This design comes from an exercise in tuning for small area, a short achievable clock period and few clock cycles per item on the open sky130 flow, not from production work. RTL that was checked went through simulation tests only; none was proved equivalent to the original. Power figures rest on the tool's default switching activity, not on a simulated workload.

// ethernet_ipv4_header_classifier
module ethernet_ipv4_header_classifier (
  input  logic         clk,
  input  logic         rst_n,
  input  logic         in_tvalid,
  output logic         in_tready,
  input  logic [7:0]   in_tdata,
  input  logic         in_tlast,
  output logic         out_tvalid,
  input  logic         out_tready,
  output logic [127:0] out_tdata
);
For scale: ~730 cells after synthesis, about 160 flip-flops, ~140 I/O pins, about 7100 um2 of cells after synthesis.
Settings: LEC_CHECK=0, ABC_CLOCK_PERIOD_IN_PS=2000, CAP_MARGIN=20, CORE_MARGIN=2, CORE_UTILIZATION=40, SETUP_SLACK_MARGIN=3.3, SLEW_MARGIN=20; clock period 5.5 ns.
standard.sh (not shown) runs the stock make flow with config.mk's settings and CLKGATE_MAP_FILE= SYNTH_SCRIPT=/design/flow/synth_recipe.tcl, a recipe that flattens the netlist after the stock synthesis.
==> flow/flow/run.sh <==
#!/bin/bash
# Standard synthesis, then the standard layout with plain buffers on the ports and
# without the delay cells as buffers.
set -uo pipefail
bash standard.sh synth > synth.log 2>&1 || exit 1
export BUFFER_PORTS_ARGS="-buffer_cell sky130_fd_sc_hd__buf_2"
export DONT_USE_CELLS="sky130_fd_sc_hd__clkdlybuf4s15_1 sky130_fd_sc_hd__clkdlybuf4s15_2 sky130_fd_sc_hd__clkdlybuf4s18_1 sky130_fd_sc_hd__clkdlybuf4s18_2 sky130_fd_sc_hd__clkdlybuf4s25_1 sky130_fd_sc_hd__clkdlybuf4s25_2 sky130_fd_sc_hd__clkdlybuf4s50_1 sky130_fd_sc_hd__clkdlybuf4s50_2 sky130_fd_sc_hd__dlygate4sd1_1 sky130_fd_sc_hd__dlygate4sd2_1 sky130_fd_sc_hd__dlygate4sd3_1 sky130_fd_sc_hd__dlymetal6s2s_1 sky130_fd_sc_hd__dlymetal6s4s_1 sky130_fd_sc_hd__dlymetal6s6s_1"
bash standard.sh > layout.log 2>&1
The first run finished with timing, DRC and antenna clean.
Next try:
Settings changed: ABC_AREA set to 1, ABC_CLOCK_PERIOD_IN_PS 2000 to unset.
Effect:
- The changed run ran to the end with no violations
- cell count increases by 22%
- clock skew stays flat
- fmax rises by about 5.4%
- die area climbs by 3.2%
- core utilization goes down by 0.62 points
Next try:
Settings changed: ABC_AREA 1 to unset, SETUP_SLACK_MARGIN 3.3 to 3.15.
- setup slack got worse by 210 ps
- global-route usage went down by 1.8 points
- cell area went down by 5.4%
- non-clock buffer count went down by 13
- fmax went down by 8.8%
- register-to-register slack got worse by 310 ps
- total power went down by 4.4%
- via count went down by 18%
- area after synthesis went down by 3.2%
Next try:
Settings changed: SETUP_SLACK_MARGIN 3.15 to 3.3.
The changed run ran to the end with no violations.
Setup slack improved by 91 ps.
Die area stays the same.
Total power came out lower by about 1.3%.
Area after synthesis is unchanged.
Non-clock buffer count rises by 10.
Sequential cell count stays the same.
No run of this note included a check of the RTL's function; only the layout flow was run.

* * *

ethernet_ipv4_header_classifier, a different RTL version from the one above (not shown whole).
Size in the first run: roughly 950 cells after synthesis, about 160 flip-flops, about 7300 µm² of cells after synthesis.
export LEC_CHECK = 0
export ABC_AREA = 1
export CAP_MARGIN = 20
export CORE_MARGIN = 2
export CORE_UTILIZATION = 55
export SETUP_SLACK_MARGIN = 3.4
export SLEW_MARGIN = 20
create_clock -name core_clock -period 5.5 [get_ports {clk}]
==> flow/flow/run.sh <==
#!/bin/bash
# Standard synthesis, then the standard layout with plain buffers on the ports and
# without the delay cells as buffers.
set -uo pipefail
bash standard.sh synth > synth.log 2>&1 || exit 1
export BUFFER_PORTS_ARGS="-buffer_cell sky130_fd_sc_hd__buf_2"
export DONT_USE_CELLS="sky130_fd_sc_hd__clkdlybuf4s15_1 sky130_fd_sc_hd__clkdlybuf4s15_2 sky130_fd_sc_hd__clkdlybuf4s18_1 sky130_fd_sc_hd__clkdlybuf4s18_2 sky130_fd_sc_hd__clkdlybuf4s25_1 sky130_fd_sc_hd__clkdlybuf4s25_2 sky130_fd_sc_hd__clkdlybuf4s50_1 sky130_fd_sc_hd__clkdlybuf4s50_2 sky130_fd_sc_hd__dlygate4sd1_1 sky130_fd_sc_hd__dlygate4sd2_1 sky130_fd_sc_hd__dlygate4sd3_1 sky130_fd_sc_hd__dlymetal6s2s_1 sky130_fd_sc_hd__dlymetal6s4s_1 sky130_fd_sc_hd__dlymetal6s6s_1"
export RECOVER_POWER=100
bash standard.sh > layout.log 2>&1
The first run finished with max-capacitance violations, max-slew violations left.
Next try:
--- a/flow/flow/run.sh
+++ b/flow/flow/run.sh
@@ -8 +7,0 @@
-export RECOVER_POWER=100
This time the run went through all stages and came out clean.
Clock skew barely changes.
Sequential power hardly moves.
Die area is unchanged.
Total power is higher by 0.62%.
Synthesized cell count is unchanged.
Next try:
Settings changed: CORE_UTILIZATION 55 to 40.
Area after synthesis does not change.
Wire length is higher by about 2.8%.
Power is higher by about 4%.
Next try:
Settings changed: CORE_UTILIZATION 40 to 55, SETUP_SLACK_MARGIN 3.4 to 3.5.
=> The changed run produced a clean layout. Total power rises by a few percent. Synthesized area stays the same. Critical path depth fell by 8. Final cell count goes up slightly. Worst setup slack improved by 0.055 ns. Synthesized cell count stays the same. Cell area came out higher by about a fifth.
No functional check of the RTL was part of any run of this note.

* * *

Setup of build 52:
ethernet_ipv4_header_classifier, a different RTL version from the one above (not shown whole).
Size in the first run: about 640 cells after synthesis, ~6800 sq um of cells after synthesis.
Design ethernet_ipv4_header_classifier, start of the top module:
module ethernet_ipv4_header_classifier (
  input  logic         clk,
  input  logic         rst_n,
  input  logic         in_tvalid,
  output logic         in_tready,
  input  logic [7:0]   in_tdata,
  input  logic         in_tlast,
  output logic         out_tvalid,
  input  logic         out_tready,
  output logic [127:0] out_tdata
);
export LEC_CHECK = 0
export ABC_AREA = 1
export CAP_MARGIN = 20
export CORE_MARGIN = 2
export CORE_UTILIZATION = 55
export CTS_BUF_LIST = sky130_fd_sc_hd__clkbuf_8
export SETUP_SLACK_MARGIN = 3.4
export SLEW_MARGIN = 20
create_clock -name core_clock -period 5.5 [get_ports {clk}]
==> flow/flow/run.sh <==
#!/bin/bash
# Standard synthesis, then the standard layout with plain buffers on the ports and
# without the delay cells as buffers.
set -uo pipefail
bash standard.sh synth > synth.log 2>&1 || exit 1
export BUFFER_PORTS_ARGS="-buffer_cell sky130_fd_sc_hd__buf_2"
export DONT_USE_CELLS="sky130_fd_sc_hd__clkdlybuf4s15_1 sky130_fd_sc_hd__clkdlybuf4s15_2 sky130_fd_sc_hd__clkdlybuf4s18_1 sky130_fd_sc_hd__clkdlybuf4s18_2 sky130_fd_sc_hd__clkdlybuf4s25_1 sky130_fd_sc_hd__clkdlybuf4s25_2 sky130_fd_sc_hd__clkdlybuf4s50_1 sky130_fd_sc_hd__clkdlybuf4s50_2 sky130_fd_sc_hd__dlygate4sd1_1 sky130_fd_sc_hd__dlygate4sd2_1 sky130_fd_sc_hd__dlygate4sd3_1 sky130_fd_sc_hd__dlymetal6s2s_1 sky130_fd_sc_hd__dlymetal6s4s_1 sky130_fd_sc_hd__dlymetal6s6s_1"
bash standard.sh > layout.log 2>&1
## Diff of input files: build 92 against build 52
Settings: CTS_BUF_LIST no longer set, was sky130_fd_sc_hd__clkbuf_8.
Results
Number of buffers added to fix hold violations after cts: build 92 vs build 52 identical
Build 52 has a higher total of plain and repair buffers excluding clock buffers than build 92.
[compare] base=build 52 new=build 92: fraction of layout instances using a drive strength above 1 went down; flip-flop and latch share of the layout cell area went down; first-pass GRT wire length went up.
Compared with build 52, in build 92 minimum clock period after layout now sits lower; net switching power now sits higher; multi-input combinational area share now sits at about the same level.
Against build 52, the final cell area of build 92 is higher.
#### Input delta (build 19 over build 92)
Settings: swapping 55 for 60 in CORE_UTILIZATION.
==> comparison <==
Both conditions hold for build 19: the flow ran to the end and the final layout passed the timing, design-rule and antenna checks. [compare] base=build 92 new=build 19: minimum clock period after layout shrank by 0.010 ns, total power was more or less identical, area growth from synthesis to final layout grew by 0.57 points, die width now smaller.
[inputs] build 9 vs build 19
Settings: CORE_UTILIZATION: 60 -> 55.
diff --git a/flow/flow/run.sh b/flow/flow/run.sh
--- a/flow/flow/run.sh
+++ b/flow/flow/run.sh
@@ -5,3 +5,3 @@
 bash standard.sh synth > synth.log 2>&1 || exit 1
-export BUFFER_PORTS_ARGS="-buffer_cell sky130_fd_sc_hd__buf_2"
+export BUFFER_PORTS_ARGS="-buffer_cell sky130_fd_sc_hd__buf_1"
 export DONT_USE_CELLS="sky130_fd_sc_hd__clkdlybuf4s15_1 sky130_fd_sc_hd__clkdlybuf4s15_2 sky130_fd_sc_hd__clkdlybuf4s18_1 sky130_fd_sc_hd__clkdlybuf4s18_2 sky130_fd_sc_hd__clkdlybuf4s25_1 sky130_fd_sc_hd__clkdlybuf4s25_2 sky130_fd_sc_hd__clkdlybuf4s50_1 sky130_fd_sc_hd__clkdlybuf4s50_2 sky130_fd_sc_hd__dlygate4sd1_1 sky130_fd_sc_hd__dlygate4sd2_1 sky130_fd_sc_hd__dlygate4sd3_1 sky130_fd_sc_hd__dlymetal6s2s_1 sky130_fd_sc_hd__dlymetal6s4s_1 sky130_fd_sc_hd__dlymetal6s6s_1"
--- outcome ---
Compared with build 19, build 9 instantiates a larger number of cells. Build 19 -> build 9: sequential cell count of the final layout delta 0, exact match. In build 9 relative to build 19, routed length on met1 had gone up by a few percent. Changes observed in build 9 relative to build 19: clock skew decreased 0.0059 ns, post-CTS repair timing setup buffer count decreased 1, final area decreased 1.1%, fraction of area in multi-input gates increased 0.47 points, worst hold slack essentially unchanged. Total global routing track utilization (build 9 over build 19): decrease, 2.6 points. ~same synthesized netlist net count in build 19 and build 9. In terms of clock transition time at the flip-flop clock pins of the worst setup and hold paths, build 9 and build 19 differ only marginally.
No functional check of the RTL was part of any run of this note.

* * *

ember:
The RTL this note starts from:
==> flow/design.v <==
module ethernet_ipv4_header_classifier (
  input  logic         clk,
  input  logic         rst_n,
  input  logic         in_tvalid,
  output logic         in_tready,
  input  logic [7:0]   in_tdata,
  input  logic         in_tlast,
  output logic         out_tvalid,
  input  logic         out_tready,
  output logic [127:0] out_tdata
);
  logic [16:0] lc_r;         
  logic [5:0]  sp_r;         
  logic [1:0]  et_r;         
  logic        a4_r;         
  logic [1:0]  pr_r;         
  logic [3:0]  thm_r;        
  logic        tok_r;        
  logic [6:0]  q_r;          
  logic        ak_r;         
  logic        pk_r;         
  logic [31:0] src_r, dst_r;
  logic [7:0]  ttl_r;
  logic [15:0] sport_r, dport_r;
  logic        acc_o, dec_o, aok_o, pok_o;
  logic [2:0]  cls_o;
  logic        ov_r, skv_r, itr_r;
  logic [2:0]  sk_cls;       
  logic [7:0] d;
  logic fire, mid, ev, out_free, to_out, sk_move;
  assign d        = in_tdata;
  assign fire     = in_tvalid && itr_r;
  assign mid      = fire && !in_tlast;
  assign ev       = fire && in_tlast;
  assign out_free = !ov_r || out_tready;
  assign to_out   = ev && out_free;
  assign sk_move  = skv_r && out_tready;
  logic p12, p13, p14, p22, p23, pge13;
  logic [3:0] psrc, pdst;
  assign p12   = sp_r == 6'd12;
  assign p13   = sp_r == 6'd13;
  assign p14   = sp_r == 6'd14;
  assign p22   = sp_r == 6'd22;
  assign p23   = sp_r == 6'd23;
  assign psrc  = {sp_r == 6'd26, sp_r == 6'd27, sp_r == 6'd28, sp_r == 6'd29};
  assign pdst  = {sp_r == 6'd30, sp_r == 6'd31, sp_r == 6'd32, sp_r == 6'd33};
  assign pge13 = sp_r >= 6'd13;
  logic t1, t2, t3, t4, t13;
  assign t1  = q_r == 7'h7e;
  assign t2  = q_r == 7'h7f;
  assign t3  = q_r == 7'd0;
  assign t4  = q_r == 7'd1;
  assign t13 = q_r == 7'd10;
  logic e4_13, ea_13, e6_13, e4, ea, e6;
  assign e4_13 = et_r == 2'b01 && d == 8'h00;
  assign ea_13 = et_r == 2'b01 && d == 8'h06;
  assign e6_13 = et_r == 2'b10 && d == 8'hDD;
  assign e4 = p13 ? e4_13 : et_r == 2'b01;
  assign ea = p13 ? ea_13 : et_r == 2'b10;
  assign e6 = p13 ? e6_13 : et_r == 2'b11;
  logic ge, r_aok, r_acc, r_dec;
  logic [2:0] r_cls;
  assign ge    = pge13;
  assign r_aok = ak_r;
  assign r_cls[2] = ge && !e4 || r_aok && pr_r == 2'b00;
  assign r_cls[1] = ge && !e4 && !ea || r_aok && pr_r[1];
  assign r_cls[0] = ge && !e4 && !e6 || r_aok && pr_r[0];
  assign r_acc = ge && !e4 || r_aok;
  assign r_dec = ge && ea || r_aok;
  logic ak_nxt, pk_nxt;
  assign ak_nxt = ak_r || a4_r && q_r == 7'h7c;
  assign pk_nxt = pk_r || a4_r && !q_r[6] &&
                  (pr_r == 2'b01 && tok_r && q_r[5:2] == thm_r && q_r[1:0] == 2'b00 ||
                   pr_r == 2'b10 && q_r[5:0] == 6'd4);
  always_ff @(posedge clk) begin
    if (!rst_n) begin
      a4_r <= 1'b0;
      q_r  <= 7'h40;
      ak_r <= 1'b0;
      pk_r <= 1'b0;
    end else if (fire) begin
      ak_r <= !in_tlast && ak_nxt;
      pk_r <= !in_tlast && pk_nxt;
      if (in_tlast) begin
        a4_r <= 1'b0;
        q_r  <= 7'h40;
      end else if (p14 && d[3:0] >= 4'd5) begin
        a4_r <= e4 && d[7:4] == 4'd4;
        q_r  <= {1'b1, ~d[3:0], 2'b11};
      end else if (q_r != 7'd63) begin
        q_r <= q_r + 7'd1;
      end
    end
  end
  always_ff @(posedge clk) begin
    if (!rst_n) begin
      lc_r <= 17'd1;
      sp_r <= 6'd0;
    end else begin
      if (!ov_r) begin
        if (mid && !lc_r[16]) lc_r <= lc_r + 17'd1;
      end else if (out_tready) begin
        lc_r <= {11'd0, sp_r + {5'd0, mid} + 6'd1};
      end
      if (sk_move || to_out) begin
        sp_r <= 6'd0;
      end else if (mid && sp_r != 6'd63) begin
        sp_r <= sp_r + 6'd1;
      end
    end
  end
  always_ff @(posedge clk) begin
    if (fire) begin
      if (p12) et_r <= {d == 8'h86, d == 8'h08};
      if (p13) et_r <= e4_13 ? 2'b01 : ea_13 ? 2'b10 : e6_13 ? 2'b11 : 2'b00;
      if (p23) pr_r <= (d == 8'd6)  ? 2'b01 :
                       (d == 8'd17) ? 2'b10 :
                       (d == 8'd1)  ? 2'b11 : 2'b00;
      if (t13) begin
        thm_r <= d[7:4] - 4'd1;
        tok_r <= d[7:4] >= 4'd5;
      end
    end
  end
  logic       clr_a, clr_p;
  logic [7:0] da, dp;
  assign clr_a = sk_move || (to_out && !r_aok);
  assign clr_p = sk_move || (to_out && !pk_r);
  assign da    = clr_a ? 8'd0 : d;
  assign dp    = clr_p ? 8'd0 : d;
  always_ff @(posedge clk) begin
    if (clr_a || fire && p22) ttl_r <= da;
    for (int i = 0; i < 4; i++) begin
      if (clr_a || fire && psrc[i]) src_r[8*i +: 8] <= da;
      if (clr_a || fire && pdst[i]) dst_r[8*i +: 8] <= da;
    end
    if (clr_p || fire && t1) sport_r[15:8] <= dp;
    if (clr_p || fire && t2) sport_r[7:0]  <= dp;
    if (clr_p || fire && t3) dport_r[15:8] <= dp;
    if (clr_p || fire && t4) dport_r[7:0]  <= dp;
  end
  always_ff @(posedge clk) begin
    if (sk_move) begin
      cls_o <= sk_cls;
      acc_o <= sk_cls[2];
      dec_o <= sk_cls[2] && !sk_cls[1];
      aok_o <= 1'b0;
      pok_o <= 1'b0;
    end else if (to_out) begin
      cls_o <= r_cls;
      acc_o <= r_acc;
      dec_o <= r_dec;
      aok_o <= r_aok;
      pok_o <= pk_r;
    end
    if (ev && !out_free) sk_cls <= r_cls;
  end
  logic ov_nxt, skv_nxt, blk_nxt;
  assign ov_nxt  = ov_r && !out_tready || skv_r || ev;
  assign skv_nxt = skv_r ? !out_tready : ev && ov_r && !out_tready;
  assign blk_nxt = ov_r && !out_tready && (mid ? sp_r >= 6'd21 : sp_r >= 6'd22);
  always_ff @(posedge clk) begin
    if (!rst_n) begin
      ov_r  <= 1'b0;
      skv_r <= 1'b0;
      itr_r <= 1'b1;
    end else begin
      ov_r  <= ov_nxt;
      skv_r <= skv_nxt;
      itr_r <= !skv_nxt && !blk_nxt;
    end
  end
  assign in_tready  = itr_r;
  assign out_tvalid = ov_r;
  assign out_tdata  = {lc_r, dport_r, sport_r, pok_o, ttl_r, dst_r, src_r,
                       aok_o, dec_o, cls_o, acc_o};
endmodule
==> flow/config.mk <==
export PLATFORM = sky130hd
export DESIGN_NAME = ethernet_ipv4_header_classifier
export DESIGN_NICKNAME = ethernet_ipv4_header_classifier
export VERILOG_FILES = /design/flow/design.v
export SDC_FILE = /design/flow/constraint.sdc
export NUM_CORES = 4
export LEC_CHECK = 0
export ABC_AREA = 1
export CAP_MARGIN = 20
export CORE_MARGIN = 2
export CORE_UTILIZATION = 50
export SETUP_SLACK_MARGIN = 3.4
export SLEW_MARGIN = 20
export TNS_END_PERCENT = 40
==> flow/constraint.sdc <==
create_clock -name core_clock -period 5.5 [get_ports {clk}]
set_input_delay 1.1000 -clock core_clock [delete_from_list [all_inputs] [get_ports {clk}]]
set_output_delay 1.1000 -clock core_clock [all_outputs]
set_load 0.01 [all_outputs]
==> flow/flow/run.sh <==
#!/bin/bash
# Standard synthesis, then the standard layout with plain buffers on the ports and
# without the delay cells as buffers.
set -uo pipefail
bash standard.sh synth > synth.log 2>&1 || exit 1
export BUFFER_PORTS_ARGS="-buffer_cell sky130_fd_sc_hd__buf_1"
export DONT_USE_CELLS="sky130_fd_sc_hd__clkdlybuf4s15_1 sky130_fd_sc_hd__clkdlybuf4s15_2 sky130_fd_sc_hd__clkdlybuf4s18_1 sky130_fd_sc_hd__clkdlybuf4s18_2 sky130_fd_sc_hd__clkdlybuf4s25_1 sky130_fd_sc_hd__clkdlybuf4s25_2 sky130_fd_sc_hd__clkdlybuf4s50_1 sky130_fd_sc_hd__clkdlybuf4s50_2 sky130_fd_sc_hd__dlygate4sd1_1 sky130_fd_sc_hd__dlygate4sd2_1 sky130_fd_sc_hd__dlygate4sd3_1 sky130_fd_sc_hd__dlymetal6s2s_1 sky130_fd_sc_hd__dlymetal6s4s_1 sky130_fd_sc_hd__dlymetal6s6s_1"
bash standard.sh > layout.log 2>&1
Testbench counts of ember, summed over its fixed seeds: cycles 308,813, bytes 308,670.
### ember -> sierra
diff --git a/flow/config.mk b/flow/config.mk
--- a/flow/config.mk
+++ b/flow/config.mk
@@ -10,5 +10,6 @@
 export CORE_MARGIN = 2
-export CORE_UTILIZATION = 50
+export CORE_UTILIZATION = 55
+export CTS_BUF_LIST = sky130_fd_sc_hd__clkbuf_4 sky130_fd_sc_hd__clkbuf_8
 export SETUP_SLACK_MARGIN = 3.4
 export SLEW_MARGIN = 20
-export TNS_END_PERCENT = 40
+export TNS_END_PERCENT = 20
### Flow results
For first-pass GRT wire length, dividing the value from sierra by the value from ember gives 0.945.
Register-to-register slack in sierra is 0.13 ns higher than in ember
Compared with ember, sierra shows a lower number of optimization iterations in the first detailed-route pass.
Of ember and sierra, ember shows the higher share of total power in the clock network, with sierra below it.
Input-level comparison between lagoon and sierra:
diff --git a/flow/config.mk b/flow/config.mk
--- a/flow/config.mk
+++ b/flow/config.mk
@@ -11,5 +11,4 @@
 export CORE_UTILIZATION = 55
-export CTS_BUF_LIST = sky130_fd_sc_hd__clkbuf_4 sky130_fd_sc_hd__clkbuf_8
 export SETUP_SLACK_MARGIN = 3.4
 export SLEW_MARGIN = 20
-export TNS_END_PERCENT = 20
+export TNS_END_PERCENT = 0
==> results.txt <==
lagoon: done, clean on timing, DRC and antenna
Flip-flop and latch count came out exactly the same in lagoon and sierra.
Time the worst path needs with I/O delays and setup ended up 0.098 ns higher on lagoon than on sierra.
lagoon against sierra: total via count in the routed design now sits higher; overall power now sits higher.
Diff sierra -> lagoon: final cycle utilization of the critical path climbed 1.8 points; core utilization shows an increase of 1.0 points.
From sierra to lagoon the numbers moved as follows: wire length after detailed routing shows an increase of 1.0%, fmax decreased about 4.4%, worst setup slack now smaller.

re-timing with driven ports:
The flow's constraints put no driver on any port. The routed layouts listed below were extracted and timed again, unchanged, in two steps.
Step 1 assumes that a clkbuf_16 drives the clock port and a buf_2 every other input.
Step 2 moves the port delays by t, midway between the first and last clock arrival at a register: inputs arrive t later, outputs are due t later. That takes back most of the time a late clock gives input paths.
Three values: ideal ports, drivers, drivers and shift; two values: the first two.
run | t (ns) | slack for setup (ns) | latest minus earliest clock arrival (ns) | worst register clock-pin slew, ns
the first run of note 1 | 0.463 | 3.250 / 3.250 / 2.855 | 0.015 / 0.015 | 0.07 / 0.07
the second run of note 1 | 0.461 | 3.366 / 3.323 / 2.909 | 0.013 / 0.013 | 0.07 / 0.07
the third run of note 1 | 0.478 | 3.160 / 3.160 / 2.761 | 0.021 / 0.021 | 0.07 / 0.07
the fourth run of note 1 | 0.463 | 3.250 / 3.250 / 2.855 | 0.015 / 0.015 | 0.07 / 0.07
the first run of note 2 | 0.470 | 2.122 / 2.144 / 1.674 | 0.012 / 0.012 | 0.07 / 0.07
the second run of note 2 | 0.468 | 3.433 / 3.389 / 2.993 | 0.008 / 0.009 | 0.06 / 0.06
the third run of note 2 | 0.474 | 3.404 / 3.393 / 2.954 | 0.015 / 0.015 | 0.07 / 0.07
the fourth run of note 2 | 0.476 | 3.460 / 3.414 / 2.995 | 0.015 / 0.015 | 0.07 / 0.07
build 52 | 0.488 | 3.338 / 3.303 / 2.974 | 0.012 / 0.012 | 0.09 / 0.09
build 92 | 0.467 | 3.378 / 3.333 / 3.022 | 0.012 / 0.012 | 0.07 / 0.07
build 19 | 0.462 | 3.388 / 3.347 / 2.984 | 0.011 / 0.012 | 0.07 / 0.07
build 9 | 0.471 | 3.373 / 3.329 / 3.001 | 0.006 / 0.006 | 0.06 / 0.06
ember | 0.456 | 3.360 / 3.360 / 2.921 | 0.008 / 0.007 | 0.07 / 0.07
sierra | 0.486 | 3.351 / 3.315 / 2.893 | 0.013 / 0.014 | 0.09 / 0.09
lagoon | 0.457 | 3.253 / 3.242 / 2.818 | 0.010 / 0.010 | 0.07 / 0.07
For the fourth run of note 2, which loses most, drivers alone change the setup slack by -0.046 ns; drivers and shift together by -0.465 ns.
